Source: an optimization exercise on an open RTL-to-GDS flow (aim: small area and a short achievable clock period). Production flows keep margins and buffers that such runs may drop. RTL that was checked went through simulation tests only; none was proved equivalent to the original. No driver is modelled on the clock port, so clocking that relies on it looks cheaper here than on a real chip.

== the reference run ==
==> flow/design.v (excerpt) <==
module adc_mul (
    input  logic        clk_i,
    input  logic        rst_i,
    input  logic [11:0] x_i,
    input  logic [9:0]  y_i,
    input  logic [9:0]  z_i,
    output logic [11:0] fp_o             
);
Settings: LEC_CHECK=0, ABC_AREA=1, CAP_MARGIN=20, CORE_MARGIN=2, CORE_UTILIZATION=70, CTS_BUF_LIST=sky130_fd_sc_hd__clkbuf_8, SLEW_MARGIN=50, SYNTH_HIERARCHICAL=1, SYNTH_MINIMUM_KEEP_SIZE=0; clock period 110.0 ns.
standard.sh (not shown) runs the stock make flow with config.mk's settings and CLKGATE_MAP_FILE= SYNTH_SCRIPT=/design/flow/synth_recipe.tcl, a recipe that flattens the netlist after the stock synthesis.
==> flow/flow/run.sh <==
#!/bin/bash
# The standard layout with these changes:
#  - the smallest buffer on the ports instead of a delay buffer;
#  - a clock tree of small leaf buffers under a strong root buffer, without
#    dummy loads; leaves that drive many flip-flops are upsized after CTS
#    (flow/post_cts.tcl);
#  - half adder cells and the stronger sizes of logic cells left out, so that
#    synthesis maps half adders to gates (the design's half adders mostly need
#    inverted inputs or outputs) and uses the smallest cells; every path has
#    plenty of time at the design's period;
#  - an area-oriented ABC script (amap) for the gate mapping (flow/abc_area.script,
#    used with ABC_AREA 1): ORFS's scripts are copied into the work folder
#    and that one file replaced.
set -euo pipefail
export BUFFER_PORTS_ARGS="-buffer_cell sky130_fd_sc_hd__buf_1"
export CTS_ARGS="-sink_clustering_enable -repair_clock_nets -root_buf sky130_fd_sc_hd__clkbuf_16 -buf_list sky130_fd_sc_hd__clkbuf_4 -dont_use_dummy_load"
export POST_CTS_TCL="$PWD/flow/post_cts.tcl"
# The platform's own don't-use list, plus the half adders
plat_du=$(sed -n '/^export DONT_USE_CELLS += \\/,/^#/p' "$FLOW_HOME/platforms/$FLOW_PLATFORM/config.mk" \
          | grep -v '^#' | grep -v 'export' | tr -d '\\' | tr -s ' \n' ' ')
# Logic cells of drive 2 and up; buffers, inverters and flip-flops keep theirs
lib="$FLOW_HOME/platforms/$FLOW_PLATFORM/lib/sky130_fd_sc_hd__tt_025C_1v80.lib"
big=$(grep -oE 'cell *\( *"?sky130_fd_sc_hd__[a-z0-9_]+_(2|4|6|8|12|16)"? *\)' "$lib" | grep -oE 'sky130_fd_sc_hd__[a-z0-9_]+' \
      | grep -vE 'clkbuf|buf_|clkinv|inv_|dfrtp|dfxtp|dlygate|clkdly|fill|decap|tap|conb|diode|einv|ebuf|probe|lpflow|bufbuf|bufinv|clkinvlp' | tr '\n' ' ')
du="$plat_du sky130_fd_sc_hd__ha_1 $big"
echo "DONT_USE_CELLS=$du" > dont_use.log
rm -rf scripts_local
cp -r "$FLOW_HOME/scripts" scripts_local
cp flow/abc_area.script scripts_local/abc_area.script
bash standard.sh "DONT_USE_CELLS=$du" "SCRIPTS_DIR=$PWD/scripts_local" finish > standard.log 2>&1
Other scripts of this flow, unchanged in this note and not shown: flow/flow/abc_area.script, flow/flow/post_cts.tcl
Input-level comparison between the trial run and the reference run:
--- a/flow/design.v
+++ b/flow/design.v
@@ -78,45 +78,37 @@
     assign z_n8  = (z_q[7:0]  == '0) ? (z_q  >> 8) : z_q;
     assign z_n4  = (z_n8[3:0] == '0) ? (z_n8 >> 4) : z_n8;
     assign z_n2  = (z_n4[1:0] == '0) ? (z_n4 >> 2) : z_n4;
     assign z_odd = {(z_n2[0] == '0) ? z_n2[9:1] >> 1 : z_n2[9:1], 1'b1};
     assign zon   = ~z_odd;
     logic [9:0] ymod_a [0:YK-1];         
     for (genvar k = 0; k < YK; k++) begin : g_ymod_a
-        localparam bit P = (k < YF) && ((YF - k) % 2 == 1);
-        logic [k:0] t;                   
-        logic [k:0] zz;                  
+        logic [k:0] t;
         logic [k:0] diff;
-        logic       fits;
         if (k == 0) begin : g_first
-            assign t = P ? ~y_q[9] : y_q[9];
+            assign t = y_q[9];
         end else begin : g_next
-            assign t = {ymod_a[k-1][k-1:0], P ? ~y_q[9-k] : y_q[9-k]};
-        end
-        assign zz = P ? z_odd[k:0] : zon[k:0];
+            assign t = {ymod_a[k-1][k-1:0], y_q[9-k]};
+        end
+        logic fits;
         for (genvar i = 0; i <= k; i++) begin : g_bit
             logic c;                     
             if (i == 0) begin : g_first
-                if (P) begin : g_inv
-                    assign diff[0] = t[0] ^ zz[0];
-                    assign c       = t[0] & zz[0];
-                end else begin : g_true
-                    assign diff[0] = ~(t[0] ^ zz[0]);
-                    assign c       = t[0] | zz[0];
-                end
+                assign diff[0] = ~(t[0] ^ zon[0]);
+                assign c       = t[0] | zon[0];
             end else if (k < YF) begin : g_fa
-                adc_fa i_fa (.a_i(t[i]), .b_i(zz[i]), .c_i(g_bit[i-1].c), .s_o(diff[i]), .c_o(c));
+                adc_fa i_fa (.a_i(t[i]), .b_i(zon[i]), .c_i(g_bit[i-1].c), .s_o(diff[i]), .c_o(c));
             end else begin : g_fast
-                assign c       = (t[i] & zz[i]) | (g_bit[i-1].c & (t[i] | zz[i]));
-                assign diff[i] = t[i] ^ (fits & (zz[i] ^ g_bit[i-1].c));
-            end
-        end
-        assign fits = (P ? ~g_bit[k].c : g_bit[k].c) && (z_odd[9:k+1] == '0);
+                assign c       = (t[i] & zon[i]) | (g_bit[i-1].c & (t[i] | zon[i]));
+                assign diff[i] = t[i] ^ (fits & (zon[i] ^ g_bit[i-1].c));
+            end
+        end
+        assign fits = g_bit[k].c && (z_odd[9:k+1] == '0);
         if (k < YF) begin : g_sel
-            assign ymod_a[k] = {{(9-k){1'b0}}, ~(fits ? diff : t)};
+            assign ymod_a[k] = {{(9-k){1'b0}}, fits ? diff : t};
         end else begin : g_flip
             assign ymod_a[k] = {{(9-k){1'b0}}, diff[k:1], fits ? diff[0] : t[0]};
         end
     end
     logic [9:0]  rem_a [0:KA];           
     logic [11:0] lq_a  [0:KA];           
     assign rem_a[0] = nprod[21:12];
Compared to the reference run, the trial run has via count about 0.6% higher. Changes observed in the trial run relative to the reference run: non-clock buffer contribution to total cell area now sits lower, global-route usage now sits higher, post-route clock period utilization now sits at about the same level, cell area now sits at about the same level. Looking at the trial run and the reference run, the layout net count is a wash. For the total length of routed wires, the trial run came in about 3% higher than the reference run did. The first-pass GRT wire length of the trial run was inferior to that of the reference run. Re share of post-route cells with drive strength above 1: the reference run was lower than the trial run. Lower number of iterations in the first detailed-routing pass goes to the reference run over the trial run. From the trial run to the reference run, worst path buffer plus inverter count did not move at all.
Only the layout flow was run in the reference run; the RTL was not checked for function there.

---

the baseline:
Another version of the RTL of adc_mul (not shown whole).
Size in the first run: roughly 1,200 cells after synthesis, about 130 flip-flops, ~46 I/O pins, roughly 0.011 mm^2 of cells after synthesis.
==> flow/design.v (excerpt) <==
module adc_mul (
    input  logic        clk_i,
    input  logic        rst_i,
    input  logic [11:0] x_i,
    input  logic [9:0]  y_i,
    input  logic [9:0]  z_i,
    output logic [11:0] fp_o             
);
    localparam int KA = 2;
    localparam int KB = 5;
    localparam int KC = 12 - KA - KB;
    localparam int YK = 9;
    localparam int YF = 8;
    logic [11:0] x_q;
    logic [9:0]  y_q;
    logic [9:0]  z_q;
    logic [3:0]  vld_q;                  
    always_ff @(posedge clk_i) begin
        x_q <= x_i;
        y_q <= y_i;
        z_q <= z_i;
    end
    always_ff @(posedge clk_i or posedge rst_i) begin
        if (rst_i) begin
            vld_q <= '0;
        end else begin
            vld_q <= {vld_q[2:0], 1'b1};
        end
    end
    logic [12:0] nacc [0:9];             
    logic [21:0] nprod;                  
    assign nacc[0] = {1'b1, ~(x_q & {12{y_q[0]}})};
    for (genvar r = 1; r < 10; r++) begin : g_row
        logic [11:0] na;
        logic [11:0] nb;
        assign na = nacc[r-1][12:1];
        assign nb = ~(x_q & {12{y_q[r]}});
        for (genvar i = 0; i < 12; i++) begin : g_bit
            logic nc;                    
            if (i == 0) begin : g_half
                assign nacc[r][0] = ~(na[0] ^ nb[0]);
                assign nc         = na[0] | nb[0];
            end else if (r == 1 && i == 11) begin : g_top
                assign nacc[r][i] = ~(nb[i] ^ g_bit[i-1].nc);
                assign nc         = nb[i] | g_bit[i-1].nc;
            end else begin : g_full
                adc_fa i_fa (.a_i(na[i]), .b_i(nb[i]), .c_i(g_bit[i-1].nc), .s_o(nacc[r][i]), .c_o(nc));
  ...
export LEC_CHECK = 0
export ABC_AREA = 1
export CAP_MARGIN = 20
export CORE_MARGIN = 2
export CORE_UTILIZATION = 70
export CTS_BUF_LIST = sky130_fd_sc_hd__clkbuf_8
export SLEW_MARGIN = 20
export SYNTH_HIERARCHICAL = 1
export SYNTH_MINIMUM_KEEP_SIZE = 0
create_clock -name core_clock -period 110.0 [get_ports {clk_i}]
==> flow/flow/run.sh <==
#!/bin/bash
# The standard layout with these changes:
#  - the smallest buffer on the ports instead of a delay buffer;
#  - a clock tree of small leaf buffers under a strong root buffer, without
#    dummy loads; leaves that drive many flip-flops are upsized after CTS
#    (flow/post_cts.tcl);
#  - half adder cells and the stronger sizes of logic cells left out, so that
#    synthesis maps half adders to gates (the design's half adders mostly need
#    inverted inputs or outputs) and uses the smallest cells; every path has
#    plenty of time at the design's period;
#  - an area-oriented ABC script for the gate mapping (flow/abc_area.script,
#    used with ABC_AREA 1): ORFS's scripts are copied into the work folder
#    and that one file replaced.
set -euo pipefail
export BUFFER_PORTS_ARGS="-buffer_cell sky130_fd_sc_hd__buf_1"
export CTS_ARGS="-sink_clustering_enable -repair_clock_nets -root_buf sky130_fd_sc_hd__clkbuf_16 -buf_list sky130_fd_sc_hd__clkbuf_4 -dont_use_dummy_load"
export POST_CTS_TCL="$PWD/flow/post_cts.tcl"
# The platform's own don't-use list, plus the half adders
plat_du=$(sed -n '/^export DONT_USE_CELLS += \\/,/^#/p' "$FLOW_HOME/platforms/$FLOW_PLATFORM/config.mk" \
          | grep -v '^#' | grep -v 'export' | tr -d '\\' | tr -s ' \n' ' ')
# Logic cells of drive 2 and up; buffers, inverters and flip-flops keep theirs
lib="$FLOW_HOME/platforms/$FLOW_PLATFORM/lib/sky130_fd_sc_hd__tt_025C_1v80.lib"
big=$(grep -oE 'cell *\( *"?sky130_fd_sc_hd__[a-z0-9_]+_(2|4|6|8|12|16)"? *\)' "$lib" | grep -oE 'sky130_fd_sc_hd__[a-z0-9_]+' \
      | grep -vE 'clkbuf|buf_|clkinv|inv_|dfrtp|dfxtp|dlygate|clkdly|fill|decap|tap|conb|diode|einv|ebuf|probe|lpflow|bufbuf|bufinv|clkinvlp' | tr '\n' ' ')
du="$plat_du sky130_fd_sc_hd__ha_1 $big"
echo "DONT_USE_CELLS=$du" > dont_use.log
rm -rf scripts_local
cp -r "$FLOW_HOME/scripts" scripts_local
cp flow/abc_area.script scripts_local/abc_area.script
bash standard.sh "DONT_USE_CELLS=$du" "SCRIPTS_DIR=$PWD/scripts_local" finish > standard.log 2>&1
Other scripts of this flow, unchanged in this note and not shown: flow/flow/abc_area.script, flow/flow/post_cts.tcl
[inputs] the candidate vs the baseline
diff --git a/flow/design.v b/flow/design.v
--- a/flow/design.v
+++ b/flow/design.v
@@ -14,21 +14,20 @@
     input  logic        rst_i,
     input  logic [11:0] x_i,
     input  logic [9:0]  y_i,
     input  logic [9:0]  z_i,
     output logic [11:0] fp_o             
 );
     localparam int KA = 2;
     localparam int KB = 5;
     localparam int KC = 12 - KA - KB;
     localparam int YK = 9;
-    localparam int YF = 8;
     logic [11:0] x_q;
     logic [9:0]  y_q;
     logic [9:0]  z_q;
     logic [3:0]  vld_q;                  
     always_ff @(posedge clk_i) begin
         x_q <= x_i;
         y_q <= y_i;
         z_q <= z_i;
     end
     always_ff @(posedge clk_i or posedge rst_i) begin
@@ -82,39 +81,30 @@
     assign zon   = ~z_odd;
     logic [9:0] ymod_a [0:YK-1];         
     for (genvar k = 0; k < YK; k++) begin : g_ymod_a
         logic [k:0] t;
         logic [k:0] diff;
         if (k == 0) begin : g_first
             assign t = y_q[9];
         end else begin : g_next
             assign t = {ymod_a[k-1][k-1:0], y_q[9-k]};
         end
-        logic fits;
         for (genvar i = 0; i <= k; i++) begin : g_bit
             logic c;                     
             if (i == 0) begin : g_first
                 assign diff[0] = ~(t[0] ^ zon[0]);
                 assign c       = t[0] | zon[0];
-            end else if (k < YF) begin : g_fa
+            end else begin : g_next
                 adc_fa i_fa (.a_i(t[i]), .b_i(zon[i]), .c_i(g_bit[i-1].c), .s_o(diff[i]), .c_o(c));
-            end else begin : g_fast
-                assign c       = (t[i] & zon[i]) | (g_bit[i-1].c & (t[i] | zon[i]));
-                assign diff[i] = t[i] ^ (fits & (zon[i] ^ g_bit[i-1].c));
-            end
-        end
-        assign fits = g_bit[k].c && (z_odd[9:k+1] == '0);
-        if (k < YF) begin : g_sel
-            assign ymod_a[k] = {{(9-k){1'b0}}, fits ? diff : t};
-        end else begin : g_flip
-            assign ymod_a[k] = {{(9-k){1'b0}}, diff[k:1], fits ? diff[0] : t[0]};
-        end
+            end
+        end
+        assign ymod_a[k] = {{(9-k){1'b0}}, (g_bit[k].c && (z_odd[9:k+1] == '0)) ? diff : t};
     end
     logic [9:0]  nrem_a [0:KA];
     logic [11:0] nlq_a  [0:KA];          
     assign nrem_a[0] = nprod[21:12];
     assign nlq_a[0]  = nprod[11:0];
     for (genvar k = 0; k < KA; k++) begin : g_stp_a
         logic [10:0] nt;
         logic [9:0]  ndiff;
         logic        nq;
         assign nt = {nrem_a[k], nlq_a[k][11]};
Results
The total stage count of the critical path number comes out lower for the baseline vs the candidate. | achievable clock frequency | the candidate vs the baseline | ≈ equal |. Any difference in die area between the baseline and the candidate is small enough to ignore. Compared with the baseline, via count in the candidate decreased by a few percent. The baseline ended up with register to primary output as its kind of critical path; the candidate ended up with register to register. In the candidate the maximum net fanout on the critical path turned out 9 higher than in the baseline. Taking the baseline as the reference, in the candidate global-route usage held steady.

-- port drivers added, routing unchanged --
No port has a modelled driver above. Below, the same layouts with a new extraction and two added sets of constraints.
Step 1, drivers: a clkbuf_16 drives clk_i and a buf_2 each remaining input, both assumed.
Step 2 times the ports against the registers' clock, not the clock port: input delays grow and output delays shrink by t, the midpoint of the rising clock arrivals with the driver on.
a / b / c = ideal / step 1 / step 2; a / b = the first two.
run	shift t [ns]	slack for setup (ns)	worst register clock-pin slew, ns
the reference run	0.397	87.152 / 87.108 / 87.505	0.10 / 0.10
the trial run	0.399	87.164 / 87.117 / 87.516	0.10 / 0.10
the baseline	0.404	87.137 / 87.091 / 87.342	0.11 / 0.11
the candidate	0.400	87.075 / 87.075 / 87.075	0.10 / 0.10
After both steps every run listed still meets setup and hold.
